What follows belongs to an exercise in optimizing a design on an open flow for small area, a short achievable clock period and few clock cycles per item; a production flow would make more cautious choices. At most, simulation tests tie the RTL to the original design; equivalence was not proved.

Design clyde_top, start of the top module:
module clyde_top (
    input  logic         clk,
    input  logic         arst_n,
    input  logic         start,
    input  logic [127:0] data_in,
    input  logic [127:0] key,
    input  logic [127:0] tweak,
    output logic [127:0] data_out,
    output logic         busy,
    output logic         done
);
export LEC_CHECK = 0
export CAP_MARGIN = 20
export CORE_MARGIN = 2
export CORE_UTILIZATION = 40
export SETUP_SLACK_MARGIN = 3.0
export SLEW_MARGIN = 20
export SYNTH_HIERARCHICAL = 1
create_clock -name core_clock -period 6.0 [get_ports {clk}]
standard.sh (not shown) runs the stock make flow with config.mk's settings and CLKGATE_MAP_FILE= SYNTH_SCRIPT=/design/flow/synth_recipe.tcl, a recipe that flattens the netlist after the stock synthesis.
==> flow/flow/run.sh <==
#!/bin/bash
# Standard layout, with plain buf_1 cells as the port buffers in place of the
# delay buffers buffer_ports picks by default. Every port still gets a buffer.
set -euo pipefail
export BUFFER_PORTS_ARGS="-buffer_cell sky130_fd_sc_hd__buf_1"
bash standard.sh > standard_flow.log 2>&1
The first run went through all stages and came out clean.
==> next run, changes <==
--- a/flow/config.mk
+++ b/flow/config.mk
@@ -11 +11 @@
-export SETUP_SLACK_MARGIN = 3.0
+export SETUP_SLACK_MARGIN = 2.4
Effect: Worst setup slack loses 0.26 ns; hold slack gets better by 0.039 ns; routed wire length came out lower by 21%; synthesized area is unchanged.
==> next run, changes <==
==> flow/run.sh (new file) <==
#!/bin/bash
# synth_recipe.tcl (not shown) runs the flow's synth.tcl, then flattens the netlist and writes it again
# the make line also repeats each setting of config.mk as NAME=value (left out here)
make -C /OpenROAD-flow-scripts/flow DESIGN_CONFIG=/design/flow/config.mk WORK_HOME=/design/flow/orfs CLKGATE_MAP_FILE= SYNTH_SCRIPT=/design/flow/synth_recipe.tcl finish
--- a/flow/config.mk
+++ b/flow/config.mk
@@ -11 +10,0 @@
-export SETUP_SLACK_MARGIN = 2.4
removed: flow/flow/run.sh
removed: flow/standard.sh
=>
- setup slack loses 0.44 ns
- hold slack gets better by 0.092 ns
- clock-buffer cell count does not change
- area after synthesis is unchanged
No functional check of the RTL was part of any run of this note.

---

zinc:
Another version of the RTL of clyde_top (not shown whole).
Size in the first run: about 260 flip-flops.
clock: 6.0 ns
lec_check: 0
cap_margin: 20
core_margin: 2
core_utilization: 50
gpl_routability_driven: 0
setup_slack_margin: 2.5
slew_margin: 20
synth_hierarchical: 1
==> flow/flow/run.sh <==
#!/bin/bash
# Standard layout, with plain buf_1 cells as the port buffers in place of the
# delay buffers buffer_ports picks by default (every port still gets a
# buffer), and a clock tree built from clkbuf_4 cells without
# dummy loads.
set -euo pipefail
export BUFFER_PORTS_ARGS="-buffer_cell sky130_fd_sc_hd__buf_1"
export CTS_ARGS="-sink_clustering_enable -repair_clock_nets -dont_use_dummy_load -buf_list {sky130_fd_sc_hd__clkbuf_4}"
bash standard.sh > standard_flow.log 2>&1
Testbench counts of zinc, summed over its fixed seeds: cycles 1,800, blocks 256.
--- input diff zinc..garnet ---
- clearing GPL_ROUTABILITY_DRIVEN, which used to be 0
- swapping 2.5 for 2.0 in SETUP_SLACK_MARGIN
-- flow/flow/run.sh --
<<< zinc, line 4
# buffer), and a clock tree built from clkbuf_4 cells without
>>> garnet, line 4
# buffer), and a clock tree built from mid-size clock buffers without
<<< zinc, line 8
export CTS_ARGS="-sink_clustering_enable -repair_clock_nets -dont_use_dummy_load -buf_list {sky130_fd_sc_hd__clkbuf_4}"
>>> garnet, line 8
export CTS_ARGS="-sink_clustering_enable -repair_clock_nets -dont_use_dummy_load -buf_list {sky130_fd_sc_hd__clkbuf_4 sky130_fd_sc_hd__clkbuf_8}"
Notes after the runs:
- In terms of overall fraction of global-route tracks in use, garnet and zinc differ only marginally.

---

job 6696:
clyde_top again, from the RTL that the note above started with.
Settings: LEC_CHECK=0, CAP_MARGIN=20, CORE_MARGIN=2, CORE_UTILIZATION=50, PLACE_DENSITY=0.75, SETUP_SLACK_MARGIN=2.5, SLEW_MARGIN=20, SYNTH_HIERARCHICAL=1; clock period 6.0 ns.
==> flow/flow/run.sh <==
#!/bin/bash
# Standard layout, with plain buf_1 cells as the port buffers in place of the
# delay buffers buffer_ports picks by default (every port still gets a
# buffer), and a clock tree built from clkbuf_4 cells without
# dummy loads.
set -euo pipefail
export BUFFER_PORTS_ARGS="-buffer_cell sky130_fd_sc_hd__buf_1"
export CTS_ARGS="-sink_clustering_enable -repair_clock_nets -dont_use_dummy_load -buf_list {sky130_fd_sc_hd__clkbuf_4}"
bash standard.sh > standard_flow.log 2>&1
Testbench counts of job 6696, summed over its fixed seeds: cycles 1,800, blocks 256.
The following lists how job 193 was set up differently from job 6696:
# job 6696
export LEC_CHECK = 0
export CAP_MARGIN = 20
export CORE_MARGIN = 2
export CORE_UTILIZATION = 50
export PLACE_DENSITY = 0.75
export SETUP_SLACK_MARGIN = 2.5
export SLEW_MARGIN = 20
export SYNTH_HIERARCHICAL = 1
create_clock -name core_clock -period 6.0 [get_ports {clk}]
# job 193
export LEC_CHECK = 0
export CAP_MARGIN = 20
export CORE_MARGIN = 2
export CORE_UTILIZATION = 50
export SETUP_SLACK_MARGIN = 2.3
export SLEW_MARGIN = 20
export SYNTH_HIERARCHICAL = 1
create_clock -name core_clock -period 6.0 [get_ports {clk}]
-- flow/flow/run.sh --
<<< job 6696, line 4
# buffer), and a clock tree built from clkbuf_4 cells without
>>> job 193, line 4
# buffer), and a clock tree built from mid-size clock buffers without
<<< job 6696, line 8
export CTS_ARGS="-sink_clustering_enable -repair_clock_nets -dont_use_dummy_load -buf_list {sky130_fd_sc_hd__clkbuf_4}"
>>> job 193, line 8
export CTS_ARGS="-sink_clustering_enable -repair_clock_nets -dont_use_dummy_load -buf_list {sky130_fd_sc_hd__clkbuf_4 sky130_fd_sc_hd__clkbuf_8}"
[summary]
Compared with job 6696, job 193 shows setup slack lower by 0.098 ns.
Re count of multi-input combinational gates: no difference whatsoever between job 6696 and job 193.
Going from job 6696 to job 193, the share of final layout cell area taken by clock buffers and inverters was found to have gone up by 0.55 points.
Between job 193 and job 6696, the total placed instance area does not differ in any meaningful way.
Wire length of the first global-routing pass (job 193 over job 6696): increase, 390 um
Job 193 against job 6696: number of inserted diodes decreased 1.
Job 193 | stages: all done | timing, DRC, antenna: all pass
Input-level comparison between job 5281 and job 193:
# job 193
export LEC_CHECK = 0
export CAP_MARGIN = 20
export CORE_MARGIN = 2
export CORE_UTILIZATION = 50
export SETUP_SLACK_MARGIN = 2.3
export SLEW_MARGIN = 20
export SYNTH_HIERARCHICAL = 1
create_clock -name core_clock -period 6.0 [get_ports {clk}]
# job 5281
export LEC_CHECK = 0
export CAP_MARGIN = 20
export CORE_MARGIN = 2
export CORE_UTILIZATION = 50
export PLACE_DENSITY = 0.7
export SETUP_SLACK_MARGIN = 2.5
export SLEW_MARGIN = 20
export SYNTH_HIERARCHICAL = 1
create_clock -name core_clock -period 6.0 [get_ports {clk}]
-- flow/flow/run.sh --
<<< job 193, line 4
# buffer), and a clock tree built from mid-size clock buffers without
>>> job 5281, line 4
# buffer), and a clock tree built from clkbuf_4 cells without
<<< job 193, line 8
export CTS_ARGS="-sink_clustering_enable -repair_clock_nets -dont_use_dummy_load -buf_list {sky130_fd_sc_hd__clkbuf_4 sky130_fd_sc_hd__clkbuf_8}"
>>> job 5281, line 8
export CTS_ARGS="-sink_clustering_enable -repair_clock_nets -dont_use_dummy_load -buf_list {sky130_fd_sc_hd__clkbuf_4}"
Findings:
Count of vias placed by the detailed router ended up 324 higher on job 5281 than on job 193. | clock insertion delay at the later pin of the skew report | higher: job 5281 |. Across both runs, worst setup slack was higher for job 5281 than for job 193. Per the comparison of job 5281 with job 193, biggest cell delay along the critical path now larger, routed wire length stayed essentially flat, sequential share of layout area went down 0.79 points, number of standard cells in the layout, taps in and fillers out has increased. Against job 193, number of nets in the layout in job 5281 rose slightly.
Modified inputs, job 3989 compared to job 5281
# job 5281
export LEC_CHECK = 0
export CAP_MARGIN = 20
export CORE_MARGIN = 2
export CORE_UTILIZATION = 50
export PLACE_DENSITY = 0.7
export SETUP_SLACK_MARGIN = 2.5
export SLEW_MARGIN = 20
export SYNTH_HIERARCHICAL = 1
create_clock -name core_clock -period 6.0 [get_ports {clk}]
# job 3989
export LEC_CHECK = 0
export CAP_MARGIN = 20
export CORE_MARGIN = 2
export CORE_UTILIZATION = 45
export SETUP_SLACK_MARGIN = 2.5
export SLEW_MARGIN = 20
export SYNTH_HIERARCHICAL = 1
create_clock -name core_clock -period 6.0 [get_ports {clk}]
--- outcome ---
As of job 3989, post-route cell area had risen slightly compared to job 5281.
Taking job 5281 as the reference, in job 3989 worst hold slack decreased by 0.041 ns relative to the old numbers, global-route wire length before repair went down 1.6%, final-layout non-clock buffer area share was more or less identical.
Modified inputs, job 2421 compared to job 3989
# job 3989
export LEC_CHECK = 0
export CAP_MARGIN = 20
export CORE_MARGIN = 2
export CORE_UTILIZATION = 45
export SETUP_SLACK_MARGIN = 2.5
export SLEW_MARGIN = 20
export SYNTH_HIERARCHICAL = 1
create_clock -name core_clock -period 6.0 [get_ports {clk}]
# job 2421
export LEC_CHECK = 0
export CAP_MARGIN = 20
export CORE_MARGIN = 2
export CORE_UTILIZATION = 50
export PLACE_DENSITY = 0.8
export SETUP_SLACK_MARGIN = 2.5
export SLEW_MARGIN = 20
export SYNTH_HIERARCHICAL = 1
create_clock -name core_clock -period 6.0 [get_ports {clk}]
Results
- Compared with job 3989, in job 2421 layout filler cell count fell by 21%; die area fell by 9.8%; final instance count without filler cells fell by 2.1%.
- Cmp job 3989 and job 2421 / detail-routed net length per standard cell / higher: job 2421
- Non-clock buffer count: job 2421 vs job 3989 up 7

[what the ideal ports hide]
In the flow no input, the clock included, has a driving cell. The finished layouts below were timed again as built, in two steps.
Step 1 (the two cells are an assumption about what drives the block):
set clk [get_ports {clk}]
set_driving_cell -lib_cell sky130_fd_sc_hd__clkbuf_16 $clk
set_driving_cell -lib_cell sky130_fd_sc_hd__buf_2 [delete_from_list [all_inputs] $clk]
Step 2 adds t to the input delays and takes it off the output delays; t is the mean of the earliest and latest rising clock arrival at the registers after step 1. Input paths then give back, and output paths get back, about the clock's delay inside the block.
a / b / c = no drivers / after step 1 / after step 2; a / b = the first two.
run	shift t [ns]	setup slack, ns	worst hold slack (ns)
the first run of note 1	0.645	2.682 / 2.682 / 2.682	0.392 / 0.357 / 0.522
the second run of note 1	0.621	2.419 / 2.419 / 2.419	0.431 / 0.399 / 0.522
the third run of note 1	0.593	1.983 / 1.983 / 1.983	0.523 / 0.523 / 0.523
zinc	0.760	2.570 / 2.546 / 2.570	0.244 / 0.237 / 0.540
garnet	0.652	2.144 / 2.144 / 2.144	0.356 / 0.332 / 0.544
job 6696	0.778	2.547 / 2.547 / 2.547	0.259 / 0.242 / 0.539
job 193	0.659	2.449 / 2.435 / 2.449	0.365 / 0.356 / 0.544
job 5281	0.756	2.600 / 2.600 / 2.600	0.312 / 0.304 / 0.519
job 3989	0.781	2.556 / 2.556 / 2.556	0.271 / 0.246 / 0.498
job 2421	0.790	2.426 / 2.426 / 2.426	0.242 / 0.267 / 0.517
After both steps setup and hold are still met in every run listed.
